This design comes from an exercise in tuning for small area and a short achievable clock period on the open sky130 flow, not from production work.
At most, simulation tests tie the RTL to the original design; equivalence was not proved.
The RTL of runs 1 and 2 was laid out without a check of its function.
No activity file was given, so power comes from the tool's default toggle rates.

==> flow/design.v <==
package dbg_pkg;
	typedef logic [7:0] sample_t;
	typedef logic [31:0] count_t;
	typedef logic [3:0] ir_t;
	typedef enum logic [3:0] {
		TEST_LOGIC_RESET,
		RUN_TEST_IDLE,
		SELECT_DR,
		CAPTURE_DR,
		SHIFT_DR,
		EXIT1_DR,
		PAUSE_DR,
		EXIT2_DR,
		UPDATE_DR,
		SELECT_IR,
		CAPTURE_IR,
		SHIFT_IR,
		EXIT1_IR,
		PAUSE_IR,
		EXIT2_IR,
		UPDATE_IR
	} tap_state_t;
	localparam ir_t IR_IDCODE   = 4'h1;
	localparam ir_t IR_CTRL     = 4'h2;
	localparam ir_t IR_STATUS   = 4'h3;
	localparam ir_t IR_MEM_ADDR = 4'h4;
	localparam ir_t IR_MEM_DATA = 4'h5;
	localparam ir_t IR_BYPASS   = 4'hF;
	localparam logic [31:0] IDCODE_VAL = 32'h1DB9_0A5F;
	localparam int CTRL_W   = 8;
	localparam int STATUS_W = 65;
	localparam int DR_MAX_W = 65;
endpackage
`timescale 1ns/1ns
`default_nettype none
module debug_top #(
	parameter int ADDR_W = 6
) (
	input wire logic clk,
	input wire logic reset_i,
	input wire logic tck_i,
	input wire logic tms_i,
	input wire logic tdi_i,
	output logic tdo_o,
	input wire logic rx_bit_i,
	input wire logic rx_valid_i,
	input wire dbg_pkg::sample_t sample_i,
	input wire logic sample_valid_i
);
	localparam int DRW = dbg_pkg::DR_MAX_W;
	localparam int DEPTH = 2 ** ADDR_W;
	logic [1:0] tck_sync_q;
	logic [1:0] tms_sync_q;
	logic [1:0] tdi_sync_q;
	logic rise_q;
	logic fall_q;
	always_ff @(posedge clk) begin
		if (reset_i) begin
			tck_sync_q <= '0;
			tms_sync_q <= '1;
			tdi_sync_q <= '0;
			rise_q <= 1'b0;
			fall_q <= 1'b0;
		end else begin
			tck_sync_q <= {tck_sync_q[0], tck_i};
			tms_sync_q <= {tms_sync_q[0], tms_i};
			tdi_sync_q <= {tdi_sync_q[0], tdi_i};
			rise_q <= tck_sync_q[0] & ~tck_sync_q[1];
			fall_q <= ~tck_sync_q[0] & tck_sync_q[1];
		end
	end
	wire tms = tms_sync_q[1];
	wire tdi = tdi_sync_q[1];
	dbg_pkg::tap_state_t state_q;
	dbg_pkg::tap_state_t state_d;
	always_comb begin
		case (state_q)
			dbg_pkg::TEST_LOGIC_RESET: state_d = tms ? dbg_pkg::TEST_LOGIC_RESET : dbg_pkg::RUN_TEST_IDLE;
			dbg_pkg::RUN_TEST_IDLE:    state_d = tms ? dbg_pkg::SELECT_DR : dbg_pkg::RUN_TEST_IDLE;
			dbg_pkg::SELECT_DR:        state_d = tms ? dbg_pkg::SELECT_IR : dbg_pkg::CAPTURE_DR;
			dbg_pkg::CAPTURE_DR,
			dbg_pkg::SHIFT_DR:         state_d = tms ? dbg_pkg::EXIT1_DR : dbg_pkg::SHIFT_DR;
			dbg_pkg::EXIT1_DR:         state_d = tms ? dbg_pkg::UPDATE_DR : dbg_pkg::PAUSE_DR;
			dbg_pkg::PAUSE_DR:         state_d = tms ? dbg_pkg::EXIT2_DR : dbg_pkg::PAUSE_DR;
			dbg_pkg::EXIT2_DR:         state_d = tms ? dbg_pkg::UPDATE_DR : dbg_pkg::SHIFT_DR;
			dbg_pkg::SELECT_IR:        state_d = tms ? dbg_pkg::TEST_LOGIC_RESET : dbg_pkg::CAPTURE_IR;
			dbg_pkg::CAPTURE_IR,
			dbg_pkg::SHIFT_IR:         state_d = tms ? dbg_pkg::EXIT1_IR : dbg_pkg::SHIFT_IR;
			dbg_pkg::EXIT1_IR:         state_d = tms ? dbg_pkg::UPDATE_IR : dbg_pkg::PAUSE_IR;
			dbg_pkg::PAUSE_IR:         state_d = tms ? dbg_pkg::EXIT2_IR : dbg_pkg::PAUSE_IR;
			dbg_pkg::EXIT2_IR:         state_d = tms ? dbg_pkg::UPDATE_IR : dbg_pkg::SHIFT_IR;
			default:                   state_d = tms ? dbg_pkg::SELECT_DR : dbg_pkg::RUN_TEST_IDLE;
		endcase
	end
	wire st_tlr    = (state_q == dbg_pkg::TEST_LOGIC_RESET);
	wire st_cap_dr = (state_q == dbg_pkg::CAPTURE_DR);
	wire st_sh_dr  = (state_q == dbg_pkg::SHIFT_DR);
	wire st_upd_dr = (state_q == dbg_pkg::UPDATE_DR);
	wire st_cap_ir = (state_q == dbg_pkg::CAPTURE_IR);
	wire st_sh_ir  = (state_q == dbg_pkg::SHIFT_IR);
	wire st_upd_ir = (state_q == dbg_pkg::UPDATE_IR);
	logic [DRW-1:0] dr_sr;
	logic [DRW-1:0] dr_cap;
	dbg_pkg::ir_t ir_q;
	logic [6:0] shift_cnt_q;
	logic [7:0] first_q;
	logic [7:0] upd_val;
	always_ff @(posedge clk) begin
		if (rise_q) begin
			if (st_cap_ir)
				dr_sr <= {4'b0001, {(DRW - 4){1'b0}}};
			else if (st_cap_dr)
				dr_sr <= dr_cap;
			else if (st_sh_dr || st_sh_ir)
				dr_sr <= {tdi, dr_sr[DRW-1:1]};
		end
	end
	always_ff @(posedge clk) begin
		if (rise_q && st_cap_dr) begin
			shift_cnt_q <= '0;
			first_q <= '0;
		end else if (rise_q && st_sh_dr) begin
			if (shift_cnt_q != 7'(DRW))
				shift_cnt_q <= shift_cnt_q + 1'b1;
			if (shift_cnt_q[6:3] == 4'd0)
				first_q[shift_cnt_q[2:0]] <= tdi;
		end
	end
	assign upd_val = (shift_cnt_q == 7'(DRW)) ? dr_sr[7:0] : first_q;
	wire is_idcode = (ir_q == dbg_pkg::IR_IDCODE);
	wire is_ctrl   = (ir_q == dbg_pkg::IR_CTRL);
	wire is_status = (ir_q == dbg_pkg::IR_STATUS);
	wire is_addr   = (ir_q == dbg_pkg::IR_MEM_ADDR);
	wire is_data   = (ir_q == dbg_pkg::IR_MEM_DATA);
	wire is_bypass = (ir_q == dbg_pkg::IR_BYPASS);
	always_ff @(posedge clk) begin
		if (reset_i) begin
			state_q <= dbg_pkg::TEST_LOGIC_RESET;
			ir_q <= dbg_pkg::IR_IDCODE;
			tdo_o <= 1'b0;
		end else begin
			if (st_tlr)
				ir_q <= dbg_pkg::IR_IDCODE;
			if (rise_q) begin
				state_q <= state_d;
				if (st_upd_ir)
					ir_q <= dr_sr[DRW-1:DRW-4];
			end
			if (fall_q) begin
				if (st_sh_ir)
					tdo_o <= dr_sr[DRW-4];
				else if (st_sh_dr)
					tdo_o <= is_bypass ? dr_sr[DRW-1] : dr_sr[0];
				else
					tdo_o <= 1'b0;
			end
		end
	end
	logic [7:1] ctrl_q;
	logic cap_arm_q;
	logic rd_req_q;
	logic [ADDR_W-1:0] rd_addr_q;
	dbg_pkg::sample_t data_q;
	logic wr_en_q;
	logic cap_done_q;
	dbg_pkg::count_t correct_q;
	dbg_pkg::count_t total_q;
	wire upd = rise_q && st_upd_dr;
	wire rd_grant = rd_req_q && !wr_en_q;
	always_ff @(posedge clk) begin
		if (reset_i) begin
			ctrl_q <= '0;
			cap_arm_q <= 1'b0;
			rd_req_q <= 1'b0;
			rd_addr_q <= '0;
		end else begin
			cap_arm_q <= 1'b0;
			if (upd && is_ctrl) begin
				ctrl_q <= upd_val[7:1];
				cap_arm_q <= upd_val[0];
			end
			if (rd_grant)
				rd_req_q <= 1'b0;
			if (upd && is_addr) begin
				rd_addr_q <= upd_val[ADDR_W-1:0];
				rd_req_q <= 1'b1;
			end
		end
	end
	always_comb begin
		dr_cap = '0;
		if (is_idcode)
			dr_cap[31:0] = dbg_pkg::IDCODE_VAL;
		else if (is_ctrl)
			dr_cap[7:0] = {ctrl_q, 1'b0};
		else if (is_status)
			dr_cap = {cap_done_q, correct_q, total_q};
		else if (is_addr)
			dr_cap[ADDR_W-1:0] = rd_addr_q;
		else if (is_data)
			dr_cap[7:0] = data_q;
	end
	dbg_pkg::sample_t mem [DEPTH];
	dbg_pkg::sample_t wr_data_q;
	logic cap_active_q;
	logic [ADDR_W-1:0] cap_addr_q;
	wire [ADDR_W-1:0] wr_addr = cap_addr_q - 1'b1;
	always_ff @(posedge clk) begin
		if (wr_en_q)
			mem[wr_addr] <= wr_data_q;
	end
	always_ff @(posedge clk) begin
		if (rd_grant)
			data_q <= mem[rd_addr_q];
	end
	wire cap_take = cap_active_q && sample_valid_i;
	always_ff @(posedge clk) begin
		wr_data_q <= sample_i;
		if (reset_i) begin
			cap_active_q <= 1'b0;
			cap_addr_q <= '0;
			wr_en_q <= 1'b0;
			cap_done_q <= 1'b0;
		end else begin
			wr_en_q <= 1'b0;
			if (cap_arm_q) begin
				cap_active_q <= 1'b1;
				cap_addr_q <= '0;
				cap_done_q <= 1'b0;
			end else if (cap_take) begin
				wr_en_q <= 1'b1;
				cap_addr_q <= cap_addr_q + 1'b1;
				if (cap_addr_q == '1) begin
					cap_active_q <= 1'b0;
					cap_done_q <= 1'b1;
				end
			end
		end
	end
	logic [6:0] hist_q;
	logic [2:0] seen_q;
	wire predicted = hist_q[5] ^ hist_q[6];
	wire primed = (seen_q == 3'd7);
	always_ff @(posedge clk) begin
		if (reset_i || !ctrl_q[1]) begin
			hist_q <= '0;
			seen_q <= '0;
			correct_q <= '0;
			total_q <= '0;
		end else if (rx_valid_i) begin
			hist_q <= {hist_q[5:0], rx_bit_i};
			if (primed) begin
				total_q <= total_q + 1'b1;
				if (rx_bit_i == predicted)
					correct_q <= correct_q + 1'b1;
			end else begin
				seen_q <= seen_q + 1'b1;
			end
		end
	end
endmodule
`default_nettype wire
==> flow/run.sh <==
#!/bin/bash
# synth_recipe.tcl (not shown) runs the flow's synth.tcl, then flattens the netlist and writes it again
# the make line also repeats each setting of config.mk as NAME=value (left out here)
make -C /OpenROAD-flow-scripts/flow DESIGN_CONFIG=/design/flow/config.mk WORK_HOME=/design/flow/orfs CLKGATE_MAP_FILE= SYNTH_SCRIPT=/design/flow/synth_recipe.tcl finish
==> flow/config.mk <==
export PLATFORM = sky130hd
export DESIGN_NAME = debug_top
export DESIGN_NICKNAME = debug_top
export VERILOG_FILES = /design/flow/design.v
export SDC_FILE = /design/flow/constraint.sdc
export NUM_CORES = 4
export LEC_CHECK = 0
export CAP_MARGIN = 20
export CORE_MARGIN = 2
export CORE_UTILIZATION = 40
export SLEW_MARGIN = 20
==> flow/constraint.sdc <==
create_clock -name core_clock -period 6.0 [get_ports {clk}]
set_input_delay 1.2000 -clock core_clock [delete_from_list [all_inputs] [get_ports {clk}]]
set_output_delay 1.2000 -clock core_clock [all_outputs]
set_load 0.01 [all_outputs]
==> metrics.md, run 1 <==
| Metric | Value |
|---|---|
| Cells after synthesis | `1,909` |
| Final Slew Violations | `0` |
| Commonest cells after routing, fill and taps aside | `edfxtp_1, nor2_1, dfxtp_1, mux4_2, a22oi_1` |
| Normalized max-slew margin | `23.8%` |
| Gr usage total | `16.9%` |
| Final setup vio count | `0` |
| Hold Path Class | `flip-flop to flip-flop` |
| #FFs+latches synth | `723` |
| Post-CTS Resized | `0` |
| Multi-input gate area | `8430 um2` |
| Root buffer cell | `clkbuf_16` |
| Top post-synthesis cells by area | `edfxtp_1, dfxtp_1, mux4_2` |
| Cell taking the most area after synthesis | `edfxtp_1` |
| Placed insts | `2,797` |
| Final Instance Area | `33,000 um2` |
| Area added between synthesis and finish | `12.9%` |
| 1st-iter DRT viols | `1,667` |
| CTS tree | `built` |
| Setup tns final | `0 ps` |
| Total setup buffers inserted after CTS | `0` |
| Clk slew on worst S/H paths | `60 ps` |
| Crit path cell chain | `inv_1 > ha_1 > xor2_1 > nor2_1 > nand3_1 > nor2_1` |
| WP data required | `6210 ps` |
| Sequential area share after synthesis | `69.5%` |
| Row cnt | `99` |
| Status | `complete, no violations` |
| Fraction of registers with async set/reset | `0%` |
| Layout cell share with drive strength beyond 1 | `15.9%` |
| Hpwl dp | `37,300 um` |
| H-tree depth | `3` |
| Chip height | `274 um` |
| Buffers on Ports | `16` |
| GRT overflow | `0` |
| Leakage | `9.97 nW` |
| Post-synthesis average cell area | `15.3 um2` |
| Routed wire length per instance | `21.4 um` |
| Area after DPL | `30,400 um2` |
| Area of the die | `75,300 um2` |
| Inserted Diodes | `0` |
| YS warnings | `1` |
| Prevailing post-synth register cell | `edfxtp_1` |
| Period utilization | `58.9%` |
| Post-CTS Hold Buffers | `0` |
| Critical Path Max Stage Delay | `1010 ps` |
| Net count, final | `1,945` |
| Routed vias | `16,300` |
| Most common cell after layout, fill and taps aside | `edfxtp_1` |
| Reg area | `20,400 um2` |
| Synth top area share | `60.1%` |
| Max cap viols | `0` |
| CP startpoint kind | `flip-flop` |
| Synth Net Count | `1,936` |
| Vias in the first global route | `16,300` |
| Tmin final | `3530 ps` |
| DIE WIDTH | `274 um` |
| Slowest-stage cell, CP | `nor2_1` |
| Hold Fails Final Rpt | `0` |
| Peak supply drop | `249 uV` |
| Post-synth EDFFs | `585` |
| RSZ-0062 raised after global routing | `false` |
| CTS Sinks | `723` |
| Layout Cells excl Fill | `2,941` |
| CP Data Arrival Time | `3740 ps` |
| GP Congestion | `0.788` |
| Post-Syn Area | `29,200 um2` |
| Number of CTS-inserted buffers | `78` |
| Global-route wire length before repair | `97,400 um` |
| First-pass DRT Iterations | `5` |
| Fmax | `0.283 GHz` |
| CP Class | `flip-flop to flip-flop` |
| Core area | `72,700 um2` |
| Pwr Density | `311 nW/um2` |
| Routed wire length | `62,800 um` |
| Worst-Margin Slew | `1140 ps` |
| DRC viols | `0` |
| IO Count | `17` |
| Element type at the critical path end | `flip-flop` |
| FILL cells | `6,311` |
| Crit path top cell by count | `nor2_1` |
| Initial antenna violation count | `0` |
| Clock Latency Late Sink | `640 ps` |
| Starting Density | `40.2%` |
| Largest net degree at the start of global routing | `66` |
| Longest Clk Path Bufs | `3` |
| Detail Route Antenna Nets | `0` |
| Vias per Instance | `5.54` |
| Worst-path fanout max | `12` |
| Final Skew | `62.1 ps` |
| Netlist cell types | `71` |
[path summary, 6_finish.rpt]
check                     start         end  slack (ps)  cells after the start
setup / recovery  cap_addr_q[0]  mem[58][3]        2470                      6
hold / removal    tck_sync_q[1]      rise_q         400                      1
setup reg to reg  cap_addr_q[0]  mem[58][3]        2470                      6
hold reg to reg   tck_sync_q[1]      rise_q         400                      1
[cell families after synthesis]
group,synth area share (%)
AO/OA/AOI/OAI,6.43
XOR/XNOR,1.97
adder cells (fa/ha/maj),0.471
buffers and inverters,1.81
flip-flops,69.5
multiplexers,11.1
AND/OR/NAND/NOR,8.72
[power breakdown]
part           internal (mW)  total [mW]  switching (mW)
combinational         0.0204      0.0773          0.0569
sequential              5.41        5.43          0.0198
clock                   2.77        4.77            2.00
total                   8.20        10.3            2.08
[area by class of cell]
class / count / area share, %
sequential: 723 / 61.6
clock buffer: 100 / 6.48
multi-input combinational: 1054 / 25.5
timing repair buffer: 41 / 1.13
clock inverter: 44 / 1.37
inverter: 20 / 0.227
tap: 959 / 3.63
[cells in the mapped netlist (9+ instances only)]
| library cell | n |
|---|---|
| mux2i_1 | 34 |
| buf_1 | 10 |
| nor3b_1 | 9 |
| nand3_1 | 42 |
| buf_2 | 16 |
| a22oi_1 | 82 |
| o22ai_1 | 17 |
| mux2_2 | 13 |
| edfxtp_1 | 585 |
| nor2b_1 | 16 |
| nand4_1 | 25 |
| or3_1 | 18 |
| a211oi_1 | 19 |
| nor3_1 | 26 |
| inv_1 | 19 |
| dfxtp_1 | 138 |
| ha_1 | 11 |
| a21oi_1 | 76 |
| xnor2_1 | 41 |
| clkbuf_1 | 83 |
| and3_1 | 16 |
| o21ai_0 | 40 |
| nor4_1 | 13 |
| nor2_1 | 239 |
| xor2_1 | 19 |
| nand2_1 | 70 |
| mux4_2 | 122 |
[state kept, by name (all words and copies together), names as in the netlist, 2 cells and up]
signal       count
hist_q           7
tck_sync_q       2
dr_sr           65
seen_q           3
tms_sync_q       2
state_q          4
ctrl_q           7
correct_q       32
tdi_sync_q       2
total_q         32
ir_q             4
shift_cnt_q      7
rd_addr_q        6
data_q           8
first_q          8
mem            512
cap_addr_q       6
wr_data_q        8
[worst max-delay path, delay by kind of cell (launching register included)]
family	cells	cell delay, ps
flops	1	570
buf+inv	1	150
fa+ha+maj	1	390
simple gates	3	1780
xor+xnor	1	230
[stage by stage]
stage	hold slack (ps)	utilization, %	worst slack, ps	total power, mW
floorplan	383	-	1320	5.57
global placement	394	41.8	2280	5.61
detailed placement	394	41.8	2190	5.62
CTS	402	45.4	2470	10.4
global route	415	45.4	2350	10.6
finish	403	45.4	2470	10.3
[metal layers]
layer  global-route usage [%]  part of all wire, %  vias up
met5                        0                    0        -
met4                     5.25                  2.5        0
met3                     2.94                  5.1      102
met2                     27.8                   49      395
met1                     22.9                   44     8347
li1                         -                    -     7462
==> inputs of run 2 (changes only) <==
--- a/flow/config.mk
+++ b/flow/config.mk
@@ -5,7 +5,9 @@
 export SDC_FILE = /design/flow/constraint.sdc
 export NUM_CORES = 4
 export LEC_CHECK = 0
+export ABC_CLOCK_PERIOD_IN_PS = 2200
 export CAP_MARGIN = 20
 export CORE_MARGIN = 2
 export CORE_UTILIZATION = 40
+export SETUP_SLACK_MARGIN = 3.6
 export SLEW_MARGIN = 20
==> run 2 against run 1 <==
Net effect: synthesized area did not move; critical path depth rose by 1; worst setup slack improved by 1100 ps; sequential power barely moved; flip-flop and latch count did not move; fmax rose by 47%; routed wire length rose by 6.8%; clock-buffer cell count fell by 3; register-to-register slack improved by 1100 ps; die area did not move; largest power group unchanged.
==> metrics.md, run 2 <==
| Metric | Value |
|---|---|
| Cells after synthesis | `1,909 (unchanged)` |
| Fmax | `0.416 GHz (was 0.283 GHz)` |
| 1st-iter DRT viols | `1,857 (was 1,667)` |
| Crit path cell chain | `buf_12 > buf_16 > mux4_2 > a22oi_1 > nand2_1 > a21oi_2 > o22ai_1 (was inv_1 > ha_1 > xor2_1 > nor2_1 > nand3_1 > nor2_1)` |
| Routed wire length | `67,100 um (was 62,800 um)` |
| Reg area | `20,400 um2 (about the same)` |
| Largest Register | `mem (unchanged)` |
| Power, Total | `10.3 mW (about the same)` |
| PnR worst setup slack | `3600 ps (was 2470 ps)` |
| Post-Syn Area | `29,200 um2 (unchanged)` |
| Pwr Density | `292 nW/um2 (was 311 nW/um2)` |
| Pint | `8.18 mW (was 8.20 mW)` |
| Core area | `72,700 um2 (unchanged)` |
| Switching power | `2.13 mW (was 2.08 mW)` |
| Worst-Margin Slew | `1090 ps (was 1140 ps)` |
| Worst slack, placed | `1920 ps (was 2190 ps)` |
| Longest Clk Path Bufs | `3 (unchanged)` |
| FF-to-FF setup slack | `3600 ps (was 2470 ps)` |
| Buffers on Ports | `16 (unchanged)` |
| Leakage | `10.7 nW (was 9.97 nW)` |
| Post-synth EDFFs | `585 (unchanged)` |
| Reg power frac | `52.8% (about the same)` |
| Final Skew | `54.0 ps (was 62.1 ps)` |
| Layout Cells excl Fill | `3,031 (was 2,941)` |
| CTS Sinks | `723 (unchanged)` |
| CP Data Arrival Time | `2750 ps (was 3740 ps)` |
| #FFs+latches synth | `723 (unchanged)` |
| Row cnt | `99 (unchanged)` |
| DR WL met2 | `33,400 um (was 30,500 um)` |
| Final Instance Area | `35,300 um2 (was 33,000 um2)` |
| Area after DPL | `30,600 um2 (was 30,400 um2)` |
| CP Class | `flip-flop to flip-flop (unchanged)` |
| Chip height | `274 um (unchanged)` |
| Post-CTS Hold Buffers | `0 (unchanged)` |
| Layout cell share with drive strength beyond 1 | `26.4% (was 15.9%)` |
| Clk slew on worst S/H paths | `50 ps (was 60 ps)` |
| YS warnings | `1 (unchanged)` |
| DIE WIDTH | `274 um (unchanged)` |
| Inserted Diodes | `0 (unchanged)` |
| IO Count | `17 (unchanged)` |
| Element type at the critical path end | `flip-flop (unchanged)` |
| Prevailing post-synth register cell | `edfxtp_1 (unchanged)` |
| Commonest cells after routing, fill and taps aside | `edfxtp_1, nor2_1, mux4_2, dfxtp_1, clkbuf_16 (was edfxtp_1, nor2_1, dfxtp_1, mux4_2, a22oi_1)` |
| Critical Path Max Stage Delay | `530 ps (was 1010 ps)` |
| Setup tns final | `0 ps (unchanged)` |
| Netlist cell types | `71 (unchanged)` |
| Final setup vio count | `0 (unchanged)` |
| First-pass DRT Iterations | `6 (was 5)` |
| Period utilization | `40.1% (was 58.9%)` |
| Multi-input gate area | `9380 um2 (was 8430 um2)` |
| CTS tree | `built (unchanged)` |
| Slowest-stage cell, CP | `mux4_2 (was nor2_1)` |
| Synth cell count leaders | `edfxtp_1, nor2_1, dfxtp_1 (unchanged)` |
| Largest regs | `mem (512), dr_sr (65) (unchanged)` |
| Cell taking the most area after synthesis | `edfxtp_1 (unchanged)` |
| Hold Fails Final Rpt | `0 (unchanged)` |
| Clock power frac | `46.6% (was 46.4%)` |
| Placed insts | `2,798 (was 2,797)` |
| RSZ-0062 raised after global routing | `true (was false)` |
| Area of the die | `75,300 um2 (unchanged)` |
| Normalized max-slew margin | `27.0% (was 23.8%)` |
| Most frequent cell after synthesis | `edfxtp_1 (unchanged)` |
| Max layer used | `met4 (unchanged)` |
| Synth Net Count | `1,936 (unchanged)` |
| CP top delay family | `compound AO/OA/AOI/OAI gates (was simple AND/OR/NAND/NOR gates)` |
| Hpwl dp | `37,500 um (was 37,300 um)` |
| Vias per Instance | `5.59 (was 5.54)` |
| Synth top area share | `60.1% (unchanged)` |
| GRT overflow | `0 (unchanged)` |
| Clock Latency Late Sink | `660 ps (was 640 ps)` |
| Switch share | `20.6% (was 20.2%)` |
| CP Buf/Inv Count | `2 (was 1)` |
| FILL cells | `5,976 (was 6,311)` |
| Met3 Routed Length | `3500 um (was 3210 um)` |
| Worst-path fanout max | `12 (unchanged)` |
| Top post-synthesis cells by area | `edfxtp_1, dfxtp_1, mux4_2 (unchanged)` |
| Detail Route Antenna Nets | `0 (unchanged)` |
| Routed wire length per instance | `22.1 um (was 21.4 um)` |
| Met1 WL | `28,500 um (was 27,500 um)` |
| Logic pwr share | `0.7% (was 0.8%)` |
| Hold Path Class | `flip-flop to flip-flop (unchanged)` |
| Peak supply drop | `247 uV (was 249 uV)` |
| Largest net degree at the start of global routing | `66 (unchanged)` |
| Status | `complete, no violations (unchanged)` |
| Final Slew Violations | `0 (unchanged)` |
| Area added between synthesis and finish | `20.7% (was 12.9%)` |
| H-tree depth | `3 (unchanged)` |
| Worst r2r path cells | `7 (was 6)` |
| DRC viols | `0 (unchanged)` |
| CP startpoint kind | `flip-flop (unchanged)` |
| Global-route wire length before repair | `103,000 um (was 97,400 um)` |
| Fraction of registers with async set/reset | `0% (unchanged)` |
| Hold path cells | `1 (unchanged)` |
| Routed vias | `16,900 (was 16,300)` |
| Sequential area share after synthesis | `69.5% (unchanged)` |
| Gr usage total | `17.9% (was 16.9%)` |
| Root buffer cell | `clkbuf_16 (unchanged)` |
| Vias in the first global route | `17,100 (was 16,300)` |
| Net count, final | `2,034 (was 1,945)` |
| Starting Density | `40.2% (unchanged)` |
| Cell depth of the worst setup path | `7 (was 6)` |
| Max cap viols | `0 (unchanged)` |
| GP Congestion | `0.815 (was 0.788)` |
| Initial antenna violation count | `0 (unchanged)` |
| Post-synthesis average cell area | `15.3 um2 (unchanged)` |
| Tmin final | `2400 ps (was 3530 ps)` |
| Max FFs per register | `512 (unchanged)` |
| Number of CTS-inserted buffers | `77 (was 78)` |
| WP data required | `6340 ps (was 6210 ps)` |
| Most common cell after layout, fill and taps aside | `edfxtp_1 (unchanged)` |
-- run 2: cell count changes in the layout (fill, tap and decap cells not counted), sizes merged, moves of 2 or more --
| cell | before | now |
|---|---|---|
| clkinv | 36 | 33 |
| clkdlybuf4s50 | 16 | 13 |
| clkinvlp | 1 | 5 |
| nand2b | 4 | 6 |
| buf | 25 | 112 |
-- run 2: cells by family (layout without fill, tap and decap cells) --
family | count (synthesis) | after routing | synth area share [%]
AND/OR/NAND/NOR | 527 | 529 | 8.72
flip-flops | 723 | 723 | 69.5
multiplexers | 169 | 169 | 11.1
XOR/XNOR | 62 | 62 | 1.97
AO/OA/AOI/OAI | 285 | 286 | 6.43
buffers and inverters | 132 | 292 | 1.81
adder cells (fa/ha/maj) | 11 | 11 | 0.471
-- run 2: routing by layer --
| layer | up-vias | GRT usage [%] |
|---|---|---|
| met5 | - | 0 |
| met4 | 0 | 5.64 |
| met3 | 114 | 3.12 |
| met2 | 478 | 29.7 |
| met1 | 8668 | 24.1 |
| li1 | 7676 | - |
-- run 2: area by class of cell --
class	instances	area share, %
flip-flops and latches	723	57.7
well taps	959	3.40
repair buffers	128	4.67
multi-input cells	1057	26.6
inverters	20	0.223
clock inverters	47	1.52
clock buffers	97	5.84
-- run 2: timing repair --
item                                    CTS  global route
gates resized for setup                 175            42
endpoints found under the setup margin  701           667
setup buffers                            57            24
pin swaps                                40            30
cloned                                    6             2
-- run 2: worst paths after layout --
| check | startpoint | endpoint |
|---|---|---|
| min | tms_sync_q[0] | tms_sync_q[1] |
| max | rd_addr_q[0] | data_q[2] |
| max reg2reg | rd_addr_q[0] | data_q[2] |
| min reg2reg | tms_sync_q[0] | tms_sync_q[1] |
-- run 2: power groups by stage --
stage | Clock (mW) | Sequential (mW) | Combinational (mW)
after floorplan | 0 | 5.54 | 0.0227
after global placement | 0 | 5.54 | 0.0656
after detailed placement | 0 | 5.55 | 0.0685
after CTS | 4.89 | 5.44 | 0.0709
after global routing | 5.09 | 5.44 | 0.0777
final | 4.80 | 5.44 | 0.0694
-- run 2: worst reg2reg max path, delay by kind of cell, from the launching register on --
| kind | cells | cell delay (ps) |
|---|---|---|
| compound gates | 3 | 740 |
| mux | 1 | 540 |
| flops | 1 | 410 |
| buf+inv | 2 | 330 |
| simple gates | 1 | 130 |
-- run 2: metrics by stage --
stage	util, %	hold WS [ps]
CTS	47.7	407
finish	48.5	404
detailed placement	42.1	393
floorplan	-	383
global route	48.5	425
global placement	42.1	394
==> inputs of run 3 (changes only) <==
--- a/flow/design.v
+++ b/flow/design.v
@@ -203,11 +203,10 @@
 	dbg_pkg::sample_t mem [DEPTH];
 	dbg_pkg::sample_t wr_data_q;
 	logic cap_active_q;
-	logic [ADDR_W-1:0] cap_addr_q;
-	wire [ADDR_W-1:0] wr_addr = cap_addr_q - 1'b1;
+	logic [ADDR_W-1:0] wr_ptr_q;
 	always_ff @(posedge clk) begin
 		if (wr_en_q)
-			mem[wr_addr] <= wr_data_q;
+			mem[wr_ptr_q] <= wr_data_q;
 	end
 	always_ff @(posedge clk) begin
 		if (rd_grant)
@@ -218,19 +217,19 @@
 		wr_data_q <= sample_i;
 		if (reset_i) begin
 			cap_active_q <= 1'b0;
-			cap_addr_q <= '0;
+			wr_ptr_q <= '1;
 			wr_en_q <= 1'b0;
 			cap_done_q <= 1'b0;
 		end else begin
 			wr_en_q <= 1'b0;
 			if (cap_arm_q) begin
 				cap_active_q <= 1'b1;
-				cap_addr_q <= '0;
+				wr_ptr_q <= '1;
 				cap_done_q <= 1'b0;
 			end else if (cap_take) begin
 				wr_en_q <= 1'b1;
-				cap_addr_q <= cap_addr_q + 1'b1;
-				if (cap_addr_q == '1) begin
+				wr_ptr_q <= wr_ptr_q + 1'b1;
+				if (wr_ptr_q == ADDR_W'(DEPTH - 2)) begin
 					cap_active_q <= 1'b0;
 					cap_done_q <= 1'b1;
 				end
==> flow/config.mk (replaced) <==
export PLATFORM = sky130hd
export DESIGN_NAME = debug_top
export DESIGN_NICKNAME = debug_top
export VERILOG_FILES = /design/flow/design.v
export SDC_FILE = /design/flow/constraint.sdc
export NUM_CORES = 4
export LEC_CHECK = 0
export CAP_MARGIN = 20
export CORE_MARGIN = 2
export CORE_UTILIZATION = 60
export SETUP_SLACK_MARGIN = 3.7
export SLEW_MARGIN = 20
==> run 3 against run 2 <==
Net effect: still clean on timing, DRC and antenna; clock power decreased by 9.8%; synthesized area is 0.74% lower; cell count decreased by 13%; die area fell by 33%; worst setup slack worse by 44 ps; critical endpoint is now mem[56][0]; largest power group unchanged.
==> metrics.md, run 3 <==
| Metric | Value |
|---|---|
| Area of the die | `50,100 um2 (was 75,300 um2)` |
| Vias in the first global route | `16,300 (was 17,100)` |
| Final Skew | `20.8 ps (was 54.0 ps)` |
| Leakage | `10.5 nW (was 10.7 nW)` |
| GP Congestion | `0.818 (was 0.815)` |
| Root buffer cell | `clkbuf_16 (unchanged)` |
| Final Slew Violations | `0 (unchanged)` |
| Area after DPL | `30,000 um2 (was 30,600 um2)` |
| Pwr Density | `290 nW/um2 (was 292 nW/um2)` |
| Most common cell after layout, fill and taps aside | `edfxtp_1 (unchanged)` |
| Layout cell share with drive strength beyond 1 | `25.9% (was 26.4%)` |
| Placed insts | `2,424 (was 2,798)` |
| Prevailing post-synth register cell | `edfxtp_1 (unchanged)` |
| Routed vias | `16,900 (about the same)` |
| Sequential area share after synthesis | `70.0% (was 69.5%)` |
| Initial antenna violation count | `1 (was 0)` |
| Routed wire length per instance | `25.5 um (was 22.1 um)` |
| Tmin final | `2450 ps (was 2400 ps)` |
| Starting Density | `60.8% (was 40.2%)` |
| Hpwl dp | `36,700 um (was 37,500 um)` |
| Worst slack, placed | `2260 ps (was 1920 ps)` |
| Synth cell count leaders | `edfxtp_1, nor2_1, dfxtp_1 (unchanged)` |
| Worst-path fanout max | `9 (was 12)` |
| Cells after synthesis | `1,877 (was 1,909)` |
| Detail Route Antenna Nets | `0 (unchanged)` |
| H-tree depth | `3 (unchanged)` |
| Largest net degree at the start of global routing | `66 (unchanged)` |
| DRC viols | `0 (unchanged)` |
| Max cap viols | `0 (unchanged)` |
| Top post-synthesis cells by area | `edfxtp_1, dfxtp_1, mux4_2 (unchanged)` |
| Switch share | `19.5% (was 20.6%)` |
| Reg2reg end | `mem[56][0] (was data_q[2])` |
| Switching power | `1.92 mW (was 2.13 mW)` |
| Normalized max-slew margin | `31.2% (was 27.0%)` |
| R2r startpoint | `wr_en_q (was rd_addr_q[0])` |
| Status | `complete, no violations (unchanged)` |
| Final Instance Area | `34,000 um2 (was 35,300 um2)` |
| Setup tns final | `0 ps (unchanged)` |
| Netlist cell types | `62 (was 71)` |
| Hold worst-path end | `tms_sync_q[1] (unchanged)` |
| #FFs+latches synth | `723 (unchanged)` |
| Clock power frac | `44.0% (was 46.6%)` |
| Area added between synthesis and finish | `17.0% (was 20.7%)` |
| Vias per Instance | `6.41 (was 5.59)` |
| Fmax | `0.409 GHz (was 0.416 GHz)` |
| 1st-iter DRT viols | `1,686 (was 1,857)` |
| YS warnings | `1 (unchanged)` |
| Worst-Margin Slew | `1030 ps (was 1090 ps)` |
| Reg power frac | `55.1% (was 52.8%)` |
| Most frequent cell after synthesis | `edfxtp_1 (unchanged)` |
| CTS tree | `built (unchanged)` |
| Post-synthesis average cell area | `15.5 um2 (was 15.3 um2)` |
| IO Count | `17 (unchanged)` |
| RSZ-0062 raised after global routing | `true (unchanged)` |
| Core area | `47,700 um2 (was 72,700 um2)` |
| Commonest cells after routing, fill and taps aside | `edfxtp_1, nor2_1, mux4_2, dfxtp_1, clkbuf_16 (unchanged)` |
| Row cnt | `80 (was 99)` |
| Hold path cells | `1 (unchanged)` |
| Critical Path Max Stage Delay | `640 ps (was 530 ps)` |
| Synth top area share | `60.5% (was 60.1%)` |
| Slowest-stage cell, CP | `nor2_2 (was mux4_2)` |
| Post-CTS Hold Buffers | `0 (unchanged)` |
| Peak supply drop | `274 uV (was 247 uV)` |
| Inserted Diodes | `0 (unchanged)` |
| Post-Syn Area | `29,000 um2 (was 29,200 um2)` |
| Cell taking the most area after synthesis | `edfxtp_1 (unchanged)` |
| Pint | `7.93 mW (was 8.18 mW)` |
| Synth Net Count | `1,904 (was 1,936)` |
| Clock Latency Late Sink | `610 ps (was 660 ps)` |
| Hold Path Class | `flip-flop to flip-flop (unchanged)` |
| FILL cells | `3,148 (was 5,976)` |
| Routed wire length | `67,500 um (was 67,100 um)` |
| GRT overflow | `0 (unchanged)` |
| Layout Cells excl Fill | `2,644 (was 3,031)` |
| Number of CTS-inserted buffers | `73 (was 77)` |
| Chip height | `224 um (was 274 um)` |
| WP data required | `6230 ps (was 6340 ps)` |
| Crit path cell chain | `nor2b_1 > nand2_1 > nor2_2 (was buf_12 > buf_16 > mux4_2 > a22oi_1 > nand2_1 > a21oi_2 > o22ai_1)` |
| First-pass DRT Iterations | `6 (unchanged)` |
| CP Buf/Inv Count | `0 (was 2)` |
| Final setup vio count | `0 (unchanged)` |
| Max FFs per register | `512 (unchanged)` |
| Gr usage total | `26.5% (was 17.9%)` |
| CP Data Arrival Time | `2680 ps (was 2750 ps)` |
| Fraction of registers with async set/reset | `0% (unchanged)` |
| Period utilization | `40.8% (was 40.1%)` |
| CP startpoint kind | `flip-flop (unchanged)` |
| Post-synth EDFFs | `585 (unchanged)` |
| Largest Register | `mem (unchanged)` |
| DIE WIDTH | `224 um (was 274 um)` |
| Hold Fails Final Rpt | `0 (unchanged)` |
| Logic pwr share | `0.9% (was 0.7%)` |
| PnR worst setup slack | `3550 ps (was 3600 ps)` |
| CP top delay family | `simple AND/OR/NAND/NOR gates (was compound AO/OA/AOI/OAI gates)` |
| Net count, final | `1,999 (was 2,034)` |
| CP Class | `flip-flop to flip-flop (unchanged)` |
| CTS Sinks | `723 (unchanged)` |
| Min-delay src | `tms_sync_q[0] (unchanged)` |
| Largest regs | `mem (512), dr_sr (65) (unchanged)` |
| Global-route wire length before repair | `98,900 um (was 103,000 um)` |
| Clk slew on worst S/H paths | `60 ps (was 50 ps)` |
| Buffers on Ports | `16 (unchanged)` |
| Element type at the critical path end | `flip-flop (unchanged)` |
| Longest Clk Path Bufs | `3 (unchanged)` |
| FF-to-FF setup slack | `3550 ps (was 3600 ps)` |
| Worst r2r path cells | `3 (was 7)` |
[run 3: worst max path at each step]
stage | depth (start not counted) | startpoint | endpoint | slack [ps]
after floorplan | 6 | rx_bit_i | correct_q[24] | 3350
after global placement | 6 | rx_valid_i | correct_q[25] | 2300
after detailed placement | 6 | rx_valid_i | correct_q[29] | 2260
after CTS | 2 | wr_ptr_q[3] | mem[60][0] | 3500
after global routing | 3 | wr_en_q | mem[56][0] | 3470
final | 3 | wr_en_q | mem[56][0] | 3550
[run 3: timing repair]
action / CTS / global route
hold endpoints to repair: 0 / 0
pin swaps: 8 / 22
resized for setup: 97 / 108
setup buffers: 23 / 54
gates cloned: 6 / 5
endpoints found under the setup margin: 514 / 405
[run 3: per-stage QoR]
step / power [mW] / util (%) / hold WS, ps
floorplan: 5.57 / - / 383
global placement: 5.61 / 62.8 / 397
detailed placement: 5.61 / 62.9 / 397
CTS: 9.91 / 68.9 / 412
global route: 10.1 / 71.1 / 422
finish: 9.84 / 71.1 / 411
[run 3: logic make-up (layout without fill, tap and decap cells)]
logic type / count (synthesis) / count (layout) / synth area share [%]
buf+inv: 136 / 284 / 1.86
compound gates: 272 / 272 / 6.23
flops: 723 / 723 / 70.0
fa+ha+maj: 11 / 11 / 0.474
mux: 169 / 169 / 11.1
simple gates: 507 / 511 / 8.42
xor+xnor: 59 / 59 / 1.83
[run 3: power by group through the flow]
stage / combinational, mW / clock (mW) / sequential (mW)
after CTS: 0.0886 / 4.40 / 5.42
final: 0.0896 / 4.33 / 5.42
after global placement: 0.0820 / 0 / 5.53
after detailed placement: 0.0861 / 0 / 5.53
after floorplan: 0.0235 / 0 / 5.54
after global routing: 0.0975 / 4.56 / 5.42
[run 3: cell type report]
cell class / instances / area (um2) / area share (%)
inverters: 19 / 71.3 / 0.210
clock buffers: 112 / 2100 / 6.17
multi-input cells: 1022 / 8970 / 26.4
clock inverters: 20 / 159 / 0.468
repair buffers: 133 / 1540 / 4.52
flip-flops and latches: 723 / 20400 / 59.9
well taps: 615 / 769 / 2.27
[run 3: metal layers]
metal,track usage (%),share of wire [%],vias up
met3,3.92,6.1,116
met2,42.7,49,601
met5,0,0.022,-
met1,37.9,42,8693
met4,8.22,2.7,2
li1,-,-,7528
==> inputs of run 4 (changes only) <==
--- a/flow/config.mk
+++ b/flow/config.mk
@@ -8,5 +8,8 @@
 export CAP_MARGIN = 20
 export CORE_MARGIN = 2
 export CORE_UTILIZATION = 60
+export CTS_BUF_LIST = sky130_fd_sc_hd__clkbuf_16
+export CTS_CLUSTER_DIAMETER = 80
+export CTS_CLUSTER_SIZE = 25
 export SETUP_SLACK_MARGIN = 3.7
 export SLEW_MARGIN = 20
==> run 4 against run 3 <==
Net effect: hold slack better by 5.3 ps; first-iteration DRC count down 5.3%; synthesized cell count unchanged; die area unchanged; clock power down 35%; routed wire length down 2.8%; highest routed layer is now met4; total power down 16%; sequential power about the same; clock skew up 1.2 ps.
==> metrics.md, run 4 <==
| Metric | Value |
|---|---|
| Netlist cell types | `62 (unchanged)` |
| Most frequent cell after synthesis | `edfxtp_1 (unchanged)` |
| Hold Path Class | `flip-flop to flip-flop (unchanged)` |
| Logic pwr share | `1.1% (was 0.9%)` |
| FILL cells | `3,310 (was 3,148)` |
| Final setup vio count | `0 (unchanged)` |
| Detail Route Antenna Nets | `0 (unchanged)` |
| Most common cell after layout, fill and taps aside | `edfxtp_1 (unchanged)` |
| Root buffer cell | `clkbuf_16 (unchanged)` |
| Normalized max-slew margin | `35.6% (was 31.2%)` |
| Final core occ | `68.0% (was 71.1%)` |
| Synth top area share | `60.5% (unchanged)` |
| Slowest-stage cell, CP | `nor2_2 (unchanged)` |
| Tmin final | `2570 ps (was 2450 ps)` |
| Routed vias | `16,300 (was 16,900)` |
| Cells after synthesis | `1,877 (unchanged)` |
| Synth cell count leaders | `edfxtp_1, nor2_1, dfxtp_1 (unchanged)` |
| Switching power | `1.64 mW (was 1.92 mW)` |
| Post-synthesis mux area share | `11.1% (unchanged)` |
| Xor/xnor share of the synthesized area | `1.83% (unchanged)` |
| GP Congestion | `0.818 (unchanged)` |
| Net count, final | `1,925 (was 1,999)` |
| Commonest cells after routing, fill and taps aside | `edfxtp_1, nor2_1, mux4_2, dfxtp_1 (was edfxtp_1, nor2_1, mux4_2, dfxtp_1, clkbuf_16)` |
| Element type at the critical path end | `flip-flop (unchanged)` |
| Main combinational cell family by area after synthesis | `multiplexers (unchanged)` |
| Power, Total | `8.30 mW (was 9.84 mW)` |
| CP startpoint | `wr_en_q (unchanged)` |
| Buffers on Ports | `16 (unchanged)` |
| Number of CTS-inserted buffers | `36 (was 73)` |
| Critical Path Max Stage Delay | `700 ps (was 640 ps)` |
| Inserted Diodes | `0 (unchanged)` |
| Cell taking the most area after synthesis | `edfxtp_1 (unchanged)` |
| Crit path cell chain | `nor2b_1 > nand3_1 > nor2_2 (was nor2b_1 > nand2_1 > nor2_2)` |
| 1st-iter DRT viols | `1,597 (was 1,686)` |
| Gr usage total | `26.3% (was 26.5%)` |
| Routed wire length per instance | `25.9 um (was 25.5 um)` |
| Post-Syn Area | `29,000 um2 (unchanged)` |
| CP top delay family | `simple AND/OR/NAND/NOR gates (unchanged)` |
| Largest net degree at the start of global routing | `70 (was 66)` |
| Hpwl dp | `36,700 um (unchanged)` |
| Status | `complete, no violations (unchanged)` |
| Final Slew Violations | `0 (unchanged)` |
| Fmax | `0.390 GHz (was 0.409 GHz)` |
| Hold Fails Final Rpt | `0 (unchanged)` |
| CP Buf/Inv Count | `0 (unchanged)` |
| Leakage | `9.84 nW (was 10.5 nW)` |
| Fraction of registers with async set/reset | `0% (unchanged)` |
| Adder-cell share of the synthesized area | `0.474% (unchanged)` |
| #FFs+latches synth | `723 (unchanged)` |
| Reg power frac | `65.2% (was 55.1%)` |
| Core area | `47,700 um2 (unchanged)` |
| RSZ-0062 raised after global routing | `true (unchanged)` |
| Setup tns final | `0 ps (unchanged)` |
| Clk slew on worst S/H paths | `90 ps (was 60 ps)` |
| Clock Latency Late Sink | `590 ps (was 610 ps)` |
| DRC viols | `0 (unchanged)` |
| Post-synthesis average cell area | `15.5 um2 (unchanged)` |
| Multi-input gate area | `8970 um2 (about the same)` |
| GRT overflow | `0 (unchanged)` |
| Row cnt | `80 (unchanged)` |
| Starting Density | `60.8% (unchanged)` |
| Final Skew | `22.0 ps (was 20.8 ps)` |
| Min-delay src | `tck_sync_q[1] (was tms_sync_q[0])` |
| Area added between synthesis and finish | `11.8% (was 17.0%)` |
| R2r startpoint | `wr_en_q (unchanged)` |
| CTS Sinks | `723 (unchanged)` |
| IO Count | `17 (unchanged)` |
| Synth Area in Simple Gates | `8.42% (unchanged)` |
| First-pass DRT Iterations | `5 (was 6)` |
| Peak supply drop | `317 uV (was 274 uV)` |
| Vias in the first global route | `15,800 (was 16,300)` |
| Chip height | `224 um (unchanged)` |
| Pint | `6.66 mW (was 7.93 mW)` |
| CTS tree | `built (unchanged)` |
| Max FFs per register | `512 (unchanged)` |
| CP Class | `flip-flop to flip-flop (unchanged)` |
| DIE WIDTH | `224 um (unchanged)` |
| YS warnings | `1 (unchanged)` |
| Vias per Instance | `6.45 (was 6.41)` |
| Switch share | `19.7% (was 19.5%)` |
| Global-route wire length before repair | `98,000 um (was 98,900 um)` |
| Top post-synthesis cells by area | `edfxtp_1, dfxtp_1, mux4_2 (unchanged)` |
| Largest regs | `mem (512), dr_sr (65) (unchanged)` |
| Clock power frac | `33.7% (was 44.0%)` |
| Post-synth EDFFs | `585 (unchanged)` |
| Layout cell share with drive strength beyond 1 | `22.5% (was 25.9%)` |
| Worst-path fanout max | `9 (unchanged)` |
| Largest Register | `mem (unchanged)` |
| Routed wire length | `65,600 um (was 67,500 um)` |
| Area of the die | `50,100 um2 (unchanged)` |
| Period utilization | `42.8% (was 40.8%)` |
| Sequential area share after synthesis | `70.0% (unchanged)` |
| Longest Clk Path Bufs | `3 (unchanged)` |
| H-tree depth | `2 (was 3)` |
| WP data required | `6220 ps (was 6230 ps)` |
| CP startpoint kind | `flip-flop (unchanged)` |
| Synth Net Count | `1,904 (unchanged)` |
| Worst-Margin Slew | `964 ps (was 1030 ps)` |
| Prevailing post-synth register cell | `edfxtp_1 (unchanged)` |
| Max cap viols | `0 (unchanged)` |
| Initial antenna violation count | `1 (unchanged)` |
| Reg area | `20,400 um2 (about the same)` |
| Compound-Gate Fraction of Synth Area | `6.23% (unchanged)` |
| Pwr Density | `256 nW/um2 (was 290 nW/um2)` |
| CP Data Arrival Time | `2790 ps (was 2680 ps)` |
## run 4: cell counts after synthesis
Identical to the previous run, type by type.
## run 4: what timing repair did
item	in CTS	in global routing
buffers inserted	30	10
hold buffers	0	0
gates resized for setup	122	74
pin swaps	15	12
setup endpoints to repair	501	364
cloned	9	2
## run 4: per-stage QoR
stage	std cells	cell area (um2)	setup slack, ps	hold slack (ps)
final	2533	32500	3430	416
after global routing	2533	32500	3420	432
after CTS	2521	32000	3410	421
after detailed placement	2424	30000	2260	397
after global placement	2423	30000	2300	397
after floorplan	1877	29300	3350	383
## run 4: logic make-up after synthesis
logic type | after synthesis
flops | 723
xor+xnor | 59
buf+inv | 136
mux | 169
fa+ha+maj | 11
simple gates | 507
compound gates | 272
## run 4: power groups by stage
stage | clock network, mW | registers [mW] | logic (mW)
2_1_floorplan | 0 | 5.54 | 0.0235
3_3_place_gp | 0 | 5.53 | 0.0820
3_5_place_dp | 0 | 5.53 | 0.0861
4_1_cts | 2.85 | 5.41 | 0.0871
5_1_grt | 3.00 | 5.42 | 0.0954
6_report | 2.80 | 5.41 | 0.0873
## run 4: worst paths after layout
kind	to	cells past startpoint	slack [ps]
setup / recovery	mem[59][2]	3	3430
hold / removal	rise_q	1	420
setup reg to reg	mem[59][2]	3	3430
hold reg to reg	rise_q	1	420
## run 4: per-layer routing
layer / global-route usage [%] / up-vias / wire length (um)
met2: 42.1 / 505 / 32100
met1: 38.5 / 8441 / 28100
met3: 3.25 / 78 / 3690
met4: 8.06 / 0 / 1700
li1: - / 7325 / -
met5: 0 / - / 0
## run 4: final cells by class
cell class / instances / share of cell area, %
sequential: 723 / 62.7
multi-input combinational: 1021 / 27.6
timing repair buffer: 97 / 3.65
clock buffer: 39 / 3.01
tap: 615 / 2.37
clock inverter: 19 / 0.382
inverter: 19 / 0.220
==> inputs of run 5 (changes only) <==
--- a/flow/config.mk
+++ b/flow/config.mk
@@ -8,8 +8,8 @@
 export CAP_MARGIN = 20
 export CORE_MARGIN = 2
 export CORE_UTILIZATION = 60
-export CTS_BUF_LIST = sky130_fd_sc_hd__clkbuf_16
-export CTS_CLUSTER_DIAMETER = 80
-export CTS_CLUSTER_SIZE = 25
+export CTS_BUF_LIST = sky130_fd_sc_hd__clkbuf_8
+export CTS_CLUSTER_DIAMETER = 60
+export CTS_CLUSTER_SIZE = 16
 export SETUP_SLACK_MARGIN = 3.7
 export SLEW_MARGIN = 20
==> run 5 against run 4 <==
Net effect: flip-flop and latch count stayed put; synthesized area stayed put; worst setup slack better by 57 ps; highest routed layer unchanged; via count is 0.29% higher; synthesized cell count stayed put; first-iteration DRC count is 17% lower; register-to-register slack better by 60 ps; total power is 3.6% lower; hold slack hardly changed; routed wire length hardly changed; non-clock buffer count is 4 higher; sequential power hardly changed.
==> metrics.md, run 5 <==
| Metric | Value |
|---|---|
| Largest Register | `mem (unchanged)` |
| Xor/xnor share of the synthesized area | `1.83% (unchanged)` |
| Routed wire length per instance | `25.4 um (was 25.9 um)` |
| Routed vias | `16,400 (was 16,300)` |
| Gr usage total | `26.3% (about the same)` |
| Post-CTS Hold Buffers | `0 (unchanged)` |
| Tmin final | `2510 ps (was 2570 ps)` |
| Inserted Diodes | `0 (unchanged)` |
| Final core occ | `68.0% (about the same)` |
| WP data required | `6340 ps (was 6220 ps)` |
| Chip height | `224 um (unchanged)` |
| FILL cells | `3,336 (was 3,310)` |
| Normalized max-slew margin | `38.2% (was 35.6%)` |
| Fmax | `0.398 GHz (was 0.390 GHz)` |
| Longest Clk Path Bufs | `3 (unchanged)` |
| Net count, final | `1,946 (was 1,925)` |
| Area of the die | `50,100 um2 (unchanged)` |
| Post-Syn Area | `29,000 um2 (unchanged)` |
| IO Count | `17 (unchanged)` |
| Compound-Gate Fraction of Synth Area | `6.23% (unchanged)` |
| Commonest cells after routing, fill and taps aside | `edfxtp_1, nor2_1, mux4_2, dfxtp_1, nand2_1 (was edfxtp_1, nor2_1, mux4_2, dfxtp_1)` |
| Adder-cell share of the synthesized area | `0.474% (unchanged)` |
| 1st-iter DRT viols | `1,333 (was 1,597)` |
| Period utilization | `41.8% (was 42.8%)` |
| Final Skew | `28.0 ps (was 22.0 ps)` |
| Global-route wire length before repair | `98,300 um (was 98,000 um)` |
| Largest regs | `mem (512), dr_sr (65) (unchanged)` |
| Area after DPL | `30,000 um2 (unchanged)` |
| Prevailing post-synth register cell | `edfxtp_1 (unchanged)` |
| Post-synthesis mux area share | `11.1% (unchanged)` |
| YS warnings | `1 (unchanged)` |
| Hold Path Class | `flip-flop to flip-flop (unchanged)` |
| Vias per Instance | `6.36 (was 6.45)` |
| Clock Latency Late Sink | `710 ps (was 590 ps)` |
| Main combinational cell family by area after synthesis | `multiplexers (unchanged)` |
| Post-synthesis average cell area | `15.5 um2 (unchanged)` |
| Final Slew Violations | `0 (unchanged)` |
| Max cap viols | `0 (unchanged)` |
| CP startpoint kind | `flip-flop (unchanged)` |
| First-pass DRT Iterations | `5 (unchanged)` |
| Starting Density | `60.8% (unchanged)` |
| Initial antenna violation count | `0 (was 1)` |
| Synth top area share | `60.5% (unchanged)` |
| RSZ-0062 raised after global routing | `true (unchanged)` |
| GRT overflow | `0 (unchanged)` |
| Cells after synthesis | `1,877 (unchanged)` |
| Hpwl dp | `36,700 um (unchanged)` |
| Post-synth EDFFs | `585 (unchanged)` |
| Most common cell after layout, fill and taps aside | `edfxtp_1 (unchanged)` |
| Final setup vio count | `0 (unchanged)` |
| Status | `complete, no violations (unchanged)` |
| DRC viols | `0 (unchanged)` |
| Hold worst-path end | `rise_q (unchanged)` |
| Synth Area in Simple Gates | `8.42% (unchanged)` |
| Final Instance Area | `32,500 um2 (about the same)` |
| H-tree depth | `2 (unchanged)` |
| Vias in the first global route | `16,000 (was 15,800)` |
| Element type at the critical path end | `flip-flop (unchanged)` |
| Fraction of registers with async set/reset | `0% (unchanged)` |
| CTS tree | `built (unchanged)` |
| Max FFs per register | `512 (unchanged)` |
| CTS Sinks | `723 (unchanged)` |
| Hold Fails Final Rpt | `0 (unchanged)` |
| CP Data Arrival Time | `2850 ps (was 2790 ps)` |
| Netlist cell types | `62 (unchanged)` |
| Setup tns final | `0 ps (unchanged)` |
| FF-to-FF setup slack | `3490 ps (was 3430 ps)` |
| Cell taking the most area after synthesis | `edfxtp_1 (unchanged)` |
| Area added between synthesis and finish | `11.9% (was 11.8%)` |
| Top post-synthesis cells by area | `edfxtp_1, dfxtp_1, mux4_2 (unchanged)` |
| CP Class | `flip-flop to flip-flop (unchanged)` |
| Largest net degree at the start of global routing | `70 (unchanged)` |
| Routed wire length | `65,500 um (was 65,600 um)` |
| Row cnt | `80 (unchanged)` |
| Worst-Margin Slew | `923 ps (was 964 ps)` |
| Synth Net Count | `1,904 (unchanged)` |
| #FFs+latches synth | `723 (unchanged)` |
| Root buffer cell | `clkbuf_8 (was clkbuf_16)` |
| Layout cell share with drive strength beyond 1 | `24.3% (was 22.5%)` |
| Buffers on Ports | `16 (unchanged)` |
| Min-delay src | `tck_sync_q[1] (unchanged)` |
| Clk slew on worst S/H paths | `100 ps (was 90 ps)` |
| DIE WIDTH | `224 um (unchanged)` |
| Core area | `47,700 um2 (unchanged)` |
| GP Congestion | `0.818 (unchanged)` |
| Reg2reg end | `mem[56][0] (was mem[59][2])` |
| Worst-path fanout max | `9 (unchanged)` |
| Leakage | `9.92 nW (was 9.84 nW)` |
| Peak supply drop | `242 uV (was 317 uV)` |
| Detail Route Antenna Nets | `0 (unchanged)` |
| Synth cell count leaders | `edfxtp_1, nor2_1, dfxtp_1 (unchanged)` |
| Pwr Density | `246 nW/um2 (was 256 nW/um2)` |
| Hold path cells | `1 (unchanged)` |
| Worst r2r path cells | `3 (unchanged)` |
| R2r startpoint | `wr_en_q (unchanged)` |
| Number of CTS-inserted buffers | `53 (was 36)` |
| Most frequent cell after synthesis | `edfxtp_1 (unchanged)` |
| Sequential area share after synthesis | `70.0% (unchanged)` |
-- run 5: cell types whose count changed in the layout (fill, tap and decap cells not counted), moves of 5 or more --
cell,change
inv_1,+21
clkbuf_16,-40
a22oi_2,+6
nor2_2,+7
clkbuf_8,+55
nor2_4,-5
a22oi_1,-6
-- run 5: logic make-up (layout without fill, tap and decap cells) --
kind of cell / Yosys count / count (layout)
and+or+nand+nor: 507 / 510
DFF: 723 / 723
muxes: 169 / 169
buffers and inverters: 136 / 220
adders and majority gates: 11 / 11
AOI/OAI and AO/OA: 272 / 272
xor gates and xnor gates: 59 / 59
-- run 5: layout make-up --
type | count | area, um2 | share of cell area (%)
clock inverters | 45 | 233 | 0.717
clock buffers | 55 | 757 | 2.33
flip-flops and latches | 723 | 20400 | 62.7
inverters | 19 | 71.3 | 0.220
multi-input cells | 1021 | 9050 | 27.9
well taps | 615 | 769 | 2.37
repair buffers | 101 | 1210 | 3.73
-- run 5: power breakdown --
part | switching (mW) | leakage [nW] | internal (mW)
Clock | 1.59 | 0.628 | 0.916
Sequential | 0.0130 | 6.38 | 5.40
Combinational | 0.0652 | 2.92 | 0.0218
Total | 1.66 | 9.92 | 6.34
-- run 5: how the worst max path moves through the flow --
stage	start	end	slack (ps)	cells after the start
floorplan	rx_bit_i	correct_q[24]	3350	6
global placement	rx_valid_i	correct_q[25]	2300	6
detailed placement	rx_valid_i	correct_q[29]	2260	6
CTS	wr_ptr_q[3]	mem[60][0]	3490	2
global route	wr_en_q	mem[56][0]	3450	3
finish	wr_en_q	mem[56][0]	3490	3
-- run 5: repair_timing --
action	in CTS	in global routing
cloned	9	1
pin swaps	16	11
setup buffers	27	18
endpoints found under the setup margin	502	363
resized for setup	135	88
-- run 5: per-layer routing --
layer	wire length [um]	vias up	track usage, %	part of all wire, %
met5	0	-	0	0
met1	28000	8370	38.3	43
met4	1610	0	8.45	2.5
met2	32100	545	42.2	49
li1	-	7387	-	-
met3	3820	95	3.10	5.8
-- run 5: per-stage QoR --
| stage | power [mW] | instances | setup WS (ps) | hold WS [ps] |
|---|---|---|---|---|
| after detailed placement | 5.61 | 2424 | 2260 | 397 |
| after global routing | 8.23 | 2579 | 3450 | 432 |
| after global placement | 5.61 | 2423 | 2300 | 397 |
| final | 8.00 | 2579 | 3490 | 416 |
| after floorplan | 5.57 | 1877 | 3350 | 383 |
| after CTS | 8.06 | 2560 | 3490 | 420 |
-- run 5: worst max-delay path, cell delays in order (launching register included) --
cell	delay, ps
dfxtp_1	600
nor2b_1	380
nand2_1	530
nor2_2	650
==> inputs of run 6 (changes only) <==
==> flow/config.mk (replaced) <==
export PLATFORM = sky130hd
export DESIGN_NAME = debug_top
export DESIGN_NICKNAME = debug_top
export VERILOG_FILES = /design/flow/design.v
export SDC_FILE = /design/flow/constraint.sdc
export NUM_CORES = 4
export LEC_CHECK = 0
export CAP_MARGIN = 20
export CORE_MARGIN = 2
export CORE_UTILIZATION = 70
export CTS_BUF_LIST = sky130_fd_sc_hd__clkbuf_16
export CTS_CLUSTER_DIAMETER = 80
export CTS_CLUSTER_SIZE = 25
export SETUP_SLACK_MARGIN = 4.1
export SLEW_MARGIN = 20
==> run 6 against run 5 <==
Net effect: critical endpoint is now data_q[4]; via count up 9.0%; largest power group unchanged; sequential power barely moved; design area grew 6.2%.
==> metrics.md, run 6 <==
| Metric | Value |
|---|---|
| First-pass DRT Iterations | `6 (was 5)` |
| Vias per Instance | `6.99 (was 6.36)` |
| Row cnt | `74 (was 80)` |
| Normalized max-slew margin | `22.0% (was 38.2%)` |
| Element type at the critical path end | `flip-flop (unchanged)` |
| Leakage | `10.9 nW (was 9.92 nW)` |
| Core area | `40,800 um2 (was 47,700 um2)` |
| Clock power frac | `33.5% (was 31.3%)` |
| Tmin final | `2510 ps (about the same)` |
| Post-synth EDFFs | `585 (unchanged)` |
| RSZ-0062 raised after global routing | `true (unchanged)` |
| Hold Fails Final Rpt | `0 (unchanged)` |
| Sequential area share after synthesis | `70.0% (unchanged)` |
| H-tree depth | `2 (unchanged)` |
| Synth top area share | `60.5% (unchanged)` |
| CP Buf/Inv Count | `3 (was 0)` |
| Pint | `6.63 mW (was 6.34 mW)` |
| Root buffer cell | `clkbuf_16 (was clkbuf_8)` |
| Vias in the first global route | `17,200 (was 16,000)` |
| Chip height | `208 um (was 224 um)` |
| Inserted Diodes | `0 (unchanged)` |
| Switch share | `19.9% (was 20.8%)` |
| Clk slew on worst S/H paths | `100 ps (about the same)` |
| Worst hold slack | `409 ps (was 416 ps)` |
| Top post-synthesis cells by area | `edfxtp_1, dfxtp_1, mux4_2 (unchanged)` |
| Slowest-stage cell, CP | `mux4_2 (was nor2_2)` |
| Max FFs per register | `512 (unchanged)` |
| Final Slew Violations | `0 (unchanged)` |
| Number of CTS-inserted buffers | `36 (was 53)` |
| Buffers on Ports | `16 (unchanged)` |
| CP Class | `flip-flop to flip-flop (unchanged)` |
| Cells after synthesis | `1,877 (unchanged)` |
| Prevailing post-synth register cell | `edfxtp_1 (unchanged)` |
| Layout cell share with drive strength beyond 1 | `32.1% (was 24.3%)` |
| Switching power | `1.65 mW (was 1.66 mW)` |
| Synth Net Count | `1,904 (unchanged)` |
| Post-synthesis average cell area | `15.5 um2 (unchanged)` |
| Worst slack, placed | `2170 ps (was 2260 ps)` |
| Hold Path Class | `flip-flop to flip-flop (unchanged)` |
| Setup tns final | `0 ps (unchanged)` |
| Starting Density | `71.1% (was 60.8%)` |
| Logic pwr share | `0.9% (was 1.1%)` |
| Netlist cell types | `62 (unchanged)` |
| Commonest cells after routing, fill and taps aside | `edfxtp_1, nor2_1, mux4_2, dfxtp_1, buf_4 (was edfxtp_1, nor2_1, mux4_2, dfxtp_1, nand2_1)` |
| CP top delay family | `compound AO/OA/AOI/OAI gates (was simple AND/OR/NAND/NOR gates)` |
| Area of the die | `43,100 um2 (was 50,100 um2)` |
| DIE WIDTH | `208 um (was 224 um)` |
| FILL cells | `1,811 (was 3,336)` |
| 1st-iter DRT viols | `2,447 (was 1,333)` |
| Worst-Margin Slew | `1170 ps (was 923 ps)` |
| Final Skew | `44.6 ps (was 28.0 ps)` |
| PnR worst setup slack | `3490 ps (about the same)` |
| Routed wire length | `73,600 um (was 65,500 um)` |
| Hpwl dp | `35,700 um (was 36,700 um)` |
| #FFs+latches synth | `723 (unchanged)` |
| GP Congestion | `0.823 (was 0.818)` |
| Fraction of registers with async set/reset | `0% (unchanged)` |
| CP Data Arrival Time | `2830 ps (was 2850 ps)` |
| Critical Path Max Stage Delay | `570 ps (was 650 ps)` |
| Crit path cell chain | `buf_12 > buf_16 > buf_12 > mux4_2 > a22oi_2 > nand2_2 > a211oi_4 > a21oi_2 (was nor2b_1 > nand2_1 > nor2_2)` |
| Area added between synthesis and finish | `18.8% (was 11.9%)` |
| Fmax | `0.398 GHz (about the same)` |
| Largest Register | `mem (unchanged)` |
| Status | `complete, no violations (unchanged)` |
| Post-Syn Area | `29,000 um2 (unchanged)` |
| CP startpoint kind | `flip-flop (unchanged)` |
| DRC viols | `0 (unchanged)` |
| Final setup vio count | `0 (unchanged)` |
| Longest Clk Path Bufs | `3 (unchanged)` |
| Pwr Density | `240 nW/um2 (was 246 nW/um2)` |
| Most frequent cell after synthesis | `edfxtp_1 (unchanged)` |
| IO Count | `17 (unchanged)` |
| Synth cell count leaders | `edfxtp_1, nor2_1, dfxtp_1 (unchanged)` |
| Max cap viols | `0 (unchanged)` |
| YS warnings | `1 (unchanged)` |
| Cell taking the most area after synthesis | `edfxtp_1 (unchanged)` |
| Reg power frac | `65.6% (was 67.6%)` |
| Most common cell after layout, fill and taps aside | `edfxtp_1 (unchanged)` |
| Worst-path fanout max | `8 (was 9)` |
| Net count, final | `2,024 (was 1,946)` |
| Largest regs | `mem (512), dr_sr (65) (unchanged)` |
| Peak supply drop | `348 uV (was 242 uV)` |
| CTS tree | `built (unchanged)` |
| Detail Route Antenna Nets | `0 (unchanged)` |
| Gr usage total | `32.3% (was 26.3%)` |
| Global-route wire length before repair | `105,000 um (was 98,300 um)` |
| Clock Latency Late Sink | `610 ps (was 710 ps)` |
| Period utilization | `41.9% (was 41.8%)` |
| Crit path top cell by count | `buf_12` |
| Routed wire length per instance | `28.8 um (was 25.4 um)` |
| GRT overflow | `0 (unchanged)` |
| CTS Sinks | `723 (unchanged)` |
| WP data required | `6320 ps (was 6340 ps)` |
| Initial antenna violation count | `0 (unchanged)` |
| Largest net degree at the start of global routing | `66 (was 70)` |
| Post-CTS Hold Buffers | `0 (unchanged)` |
| Routed vias | `17,900 (was 16,400)` |
run 6: cell counts after synthesis:
Identical to the previous run, type by type.
run 6: power groups by stage:
stage / combinational, mW / clock (mW) / sequential (mW)
3_3_place_gp: 0.0525 / 0 / 5.55
5_1_grt: 0.0833 / 2.94 / 5.43
3_5_place_dp: 0.0609 / 0 / 5.55
6_report: 0.0786 / 2.77 / 5.43
4_1_cts: 0.0695 / 2.77 / 5.44
2_1_floorplan: 0.0253 / 0 / 5.54
run 6: logic make-up after synthesis:
logic type / share of synthesized area [%]
flip-flops: 70.0
buffers and inverters: 1.86
AO/OA/AOI/OAI: 6.23
adder cells (fa/ha/maj): 0.474
multiplexers: 11.1
AND/OR/NAND/NOR: 8.42
XOR/XNOR: 1.83
run 6: metal layers:
layer,GRT usage (%),vias up,part of all wire [%]
li1,-,7573,-
met3,5.13,201,9.0
met4,13.5,0,4.3
met1,45.4,8983,37
met5,0,-,0
met2,51.8,1112,50
run 6: through the flow:
stage / power (mW) / area, um2 / std cells / util, %
2_1_floorplan: 5.57 / 29700 / 1877 / -
3_3_place_gp: 5.61 / 30000 / 2334 / 73.5
3_5_place_dp: 5.61 / 30000 / 2335 / 73.5
4_1_cts: 8.28 / 33500 / 2516 / 81.9
5_1_grt: 8.45 / 34500 / 2557 / 84.4
6_report: 8.28 / 34500 / 2557 / 84.4
run 6: timing repair:
item,CTS,global route
hold endpoints to repair,0,0
buffers inserted,95,35
setup endpoints to repair,735,651
pin swaps,44,67
cloned,20,6
gates resized for setup,291,132
run 6: worst paths after layout:
path                 start             to  slack, ps  cells after the start
min reg2reg  tms_sync_q[0]  tms_sync_q[1]        410                      1
max           rd_addr_q[0]      data_q[4]       3490                      8
max reg2reg   rd_addr_q[0]      data_q[4]       3490                      8
min          tms_sync_q[0]  tms_sync_q[1]        410                      1
run 6: final cells by class:
cell class / instances / area (um2) / share of cell area [%]
Clock buffer: 39 / 976 / 2.83
Clock inverter: 27 / 143 / 0.414
Inverter: 19 / 71.3 / 0.207
Multi-Input combinational cell: 1036 / 10000 / 29.1
Sequential cell: 723 / 20400 / 59.2
Tap cell: 532 / 666 / 1.93
Timing Repair Buffer: 181 / 2170 / 6.30

[what the ideal ports hide]
How much do the figures lean on ideal ports? The routed layouts below were timed once more, with nothing changed but the port constraints. Step 1 (the two cells are an assumption about what drives the block):
set clk [get_ports {clk}]
set_driving_cell -lib_cell sky130_fd_sc_hd__clkbuf_16 $clk
set_driving_cell -lib_cell sky130_fd_sc_hd__buf_2 [delete_from_list [all_inputs] $clk]
Step 2 also shifts input and output timing later by t, the mid clock arrival at the registers, as if the neighbouring blocks saw the same clock. Slacks: ideal / step 1 / step 2; pairs: ideal / step 1.
run | t (ns) | setup slack, ns | worst setup path at the end | pins driven straight from the clock port
run 1 | 0.671 | 2.468 / 2.468 / 2.187 | input to register | 1
run 2 | 0.697 | 3.596 / 3.596 / 3.047 | input to register | 1
run 3 | 0.655 | 3.552 / 3.552 / 3.104 | input to register | 1
run 4 | 0.639 | 3.433 / 3.433 / 3.170 | input to register | 1
run 5 | 0.752 | 3.490 / 3.490 / 3.043 | input to register | 1
run 6 | 0.639 | 3.489 / 3.489 / 3.057 | input to register | 1
After both steps setup and hold are still met in every run listed. The setup slack of run 2, which loses most, moves by 0.000 ns with the drivers and by -0.549 ns with both steps.
